From an optimization exercise on the open Yosys and OpenROAD flow, aimed at small area, a short achievable clock period and few clock cycles per item; shortcuts taken in it are not production practice. Only simulation tests tie the RTL to the original design; equivalence was not proved. No activity file was given, so power comes from the tool's default toggle rates.

## rgb_to_yuv_encoder
module rgb_to_yuv_encoder
#(
  parameter int NUM_GROUPS = 19200
) (
  input  logic        CLOCK_50_I,
  input  logic        reset,
  input  logic        enable,
  input  logic [15:0] SRAM_read_data,
  output logic [17:0] SRAM_address,
  output logic [15:0] SRAM_write_data,
  output logic        SRAM_we_n,
  output logic        done
);
Settings: LEC_CHECK=0, CAP_MARGIN=20, CORE_MARGIN=2, CORE_UTILIZATION=40, CTS_CLUSTER_DIAMETER=120, CTS_CLUSTER_SIZE=24, GPL_ROUTABILITY_DRIVEN=0, SLEW_MARGIN=20; clock period 12.0 ns.
standard.sh (not shown) runs the stock make flow with config.mk's settings and CLKGATE_MAP_FILE= SYNTH_SCRIPT=/design/flow/synth_recipe.tcl, a recipe that flattens the netlist after the stock synthesis.
==> flow/flow/run.sh <==
#!/bin/bash
# The standard layout (standard synthesis, floorplan, placement, CTS, routing) with the
# resizer's setup-repair target tightened: repair_timing aims for this much positive slack
# against the unchanged 12 ns constraint, so it sizes and buffers the critical paths.
# The SDC, clock period, I/O delays and every other setting stay the standard flow's.
set -uo pipefail
bash standard.sh SETUP_SLACK_MARGIN=8.5 finish > standard.log 2>&1
Testbench counts at the start, summed over its fixed seeds: cycles 1,536,068, frames 8.
Rerun with:
==> flow/run.sh (new file) <==
#!/bin/bash
# synth_recipe.tcl (not shown) runs the flow's synth.tcl, then flattens the netlist and writes it again
# the make line also repeats each setting of config.mk as NAME=value (left out here)
make -C /OpenROAD-flow-scripts/flow DESIGN_CONFIG=/design/flow/config.mk WORK_HOME=/design/flow/orfs CLKGATE_MAP_FILE= SYNTH_SCRIPT=/design/flow/synth_recipe.tcl finish
- GPL_ROUTABILITY_DRIVEN: 0 -> unset
removed: flow/flow/run.sh
removed: flow/standard.sh
- wire length is lower by 1.1%
- worst setup slack loses 0.34 ns
- critical path depth does not change
- clock power barely changes
- worst hold slack gains 0.018 ns
- non-clock buffer count is lower by 4
- combinational power hardly moves
- via count is lower by 1.6%
Rerun with:
==> flow/flow/run.sh (new file) <==
#!/bin/bash
# The standard layout (standard synthesis, floorplan, placement, CTS, routing) with the
# resizer's setup-repair target tightened: repair_timing aims for this much positive slack
# against the unchanged 12 ns constraint, so it sizes and buffers the critical paths.
# The SDC, clock period, I/O delays and every other setting stay the standard flow's.
set -uo pipefail
bash standard.sh SETUP_SLACK_MARGIN=8.5 finish > standard.log 2>&1
==> flow/standard.sh (new file) <==
#!/bin/bash
# synth_recipe.tcl (not shown) runs the flow's synth.tcl, then flattens the netlist and writes it again
# the make line also repeats each setting of config.mk as NAME=value (left out here)
make -C /OpenROAD-flow-scripts/flow DESIGN_CONFIG=/design/flow/config.mk WORK_HOME=/design/flow/orfs CLKGATE_MAP_FILE= SYNTH_SCRIPT=/design/flow/synth_recipe.tcl "${@:-finish}"
- CORE_UTILIZATION: 40 -> 32
removed: flow/run.sh
=> The new run produced a clean layout; first-iteration DRC count grows by 20%; worst setup slack gets better by 0.33 ns; wire length grows by 2.4%; total power grows by 0.71%; die area grows by 24%; cell count grows by 5.3%; fmax grows by 9.4%.
Rerun with:
- CORE_UTILIZATION: 32 -> 40
- GPL_TIMING_DRIVEN: unset -> 0
Result: Setup slack is better by 0.0037 ns; power grows by 1.7%; sequential power barely changes; via count rose by 2.7%; first-iteration DRC count decreases by 18%; worst hold slack got worse by 0.0094 ns; global-route usage increases by 4.4 points; sequential share of layout area is lower by 0.38 points; non-clock buffer count climbs by 39; wire length went up by 3.3%.
Rerun with:
- CTS_BUF_LIST: unset -> sky130_fd_sc_hd__clkbuf_16 sky130_fd_sc_hd__clkbuf_8
- GPL_TIMING_DRIVEN: 0 -> unset
Outcome: The new run went through all stages and came out clean. Via count goes down by a few percent. Clock skew grows by 0.017 ns. Total power drops slightly. Register-to-register slack is better by 0.08 ns. First-iteration DRC count went up by roughly a tenth. Clock power rises slightly. Final area goes down by a few percent.

========
rgb_to_yuv_encoder, a different RTL version from the one above (not shown whole).
For scale: ~1500 cells after synthesis, ~240 flip-flops, about 55 I/O pins, about 16000 sq um of cells after synthesis.
==> flow/config.mk <==
export PLATFORM = sky130hd
export DESIGN_NAME = rgb_to_yuv_encoder
export DESIGN_NICKNAME = rgb_to_yuv_encoder
export VERILOG_FILES = /design/flow/design.v
export SDC_FILE = /design/flow/constraint.sdc
export NUM_CORES = 4
export LEC_CHECK = 0
export CAP_MARGIN = 20
export CORE_MARGIN = 2
export CORE_UTILIZATION = 40
export SLEW_MARGIN = 20
==> flow/constraint.sdc <==
create_clock -name core_clock -period 12.0 [get_ports {CLOCK_50_I}]
set_input_delay 2.4000 -clock core_clock [delete_from_list [all_inputs] [get_ports {CLOCK_50_I}]]
set_output_delay 2.4000 -clock core_clock [all_outputs]
set_load 0.01 [all_outputs]
==> flow/flow/run.sh <==
#!/bin/bash
# The standard layout (standard synthesis, floorplan, placement, CTS, routing) with the
# resizer's setup-repair target tightened: repair_timing aims for this much positive slack
# against the unchanged 12 ns constraint, so it sizes and buffers the critical paths.
# The SDC, clock period, I/O delays and every other setting stay the standard flow's.
set -uo pipefail
bash standard.sh SETUP_SLACK_MARGIN=8.8 finish > standard.log 2>&1
The baseline completed with no timing, DRC or antenna violations.
Testbench counts at the start, summed over its fixed seeds: cycles 1,536,100, frames 8.
Then changed:
--- a/flow/flow/run.sh
+++ b/flow/flow/run.sh
@@ -6,2 +6,2 @@
 set -uo pipefail
-bash standard.sh SETUP_SLACK_MARGIN=8.8 finish > standard.log 2>&1
+bash standard.sh SETUP_SLACK_MARGIN=8.6 finish > standard.log 2>&1
The new run completed without violations.
Maximum frequency went down by 0.36%.
Total power goes down by 3.7%.
Flip-flop and latch count stays the same.
Then changed:
--- a/flow/flow/run.sh
+++ b/flow/flow/run.sh
@@ -6,2 +6,2 @@
 set -uo pipefail
-bash standard.sh SETUP_SLACK_MARGIN=8.6 finish > standard.log 2>&1
+bash standard.sh SETUP_SLACK_MARGIN=8.6 ABC_AREA=1 finish > standard.log 2>&1
After rerunning: Clock-buffer cell count rises by 6. Hold slack improved by 0.015 ns. Final area rises slightly. Setup slack gets worse by 0.014 ns. Die area grows by a few percent.

[what the ideal ports hide]
How much do the figures lean on ideal ports? The routed layouts below were timed once more, with nothing changed but the port constraints. Step 1, drivers: a clkbuf_16 drives CLOCK_50_I and a buf_2 each remaining input, both assumed. Step 2 moves the port delays by t, midway between the first and last clock arrival at a register: inputs arrive t later, outputs are due t later. That takes back most of the time a late clock gives input paths. Three values: no drivers, after step 1, after step 2; two values: the first two.
| run | t, ns | setup slack, ns | worst setup path after step 2 | worst data-port slew with drivers (ns) | cell pins on the clock port's net |
|---|---|---|---|---|---|
| the first run of note 1 | 0.538 | 8.545 / 8.493 / 8.515 | input to register | 0.04 | 1 |
| the second run of note 1 | 0.542 | 8.208 / 8.155 / 8.254 | register to register | 0.03 | 1 |
| the third run of note 1 | 0.540 | 8.534 / 8.480 / 8.476 | input to register | 0.03 | 1 |
| the fourth run of note 1 | 0.534 | 8.538 / 8.489 / 8.400 | input to register | 0.04 | 1 |
| the fifth run of note 1 | 0.535 | 8.539 / 8.492 / 8.496 | input to register | 0.03 | 1 |
| the first run of note 2 | 0.604 | 8.553 / 8.497 / 8.638 | register to register | 0.04 | 1 |
| the second run of note 2 | 0.599 | 8.540 / 8.484 / 8.598 | register to register | 0.04 | 1 |
| the third run of note 2 | 0.603 | 8.526 / 8.474 / 8.659 | input to register | 0.03 | 1 |
After both steps every run listed still meets setup and hold. The setup slack of the fourth run of note 1, which loses most, moves by -0.049 ns with the drivers and by -0.138 ns with both steps.
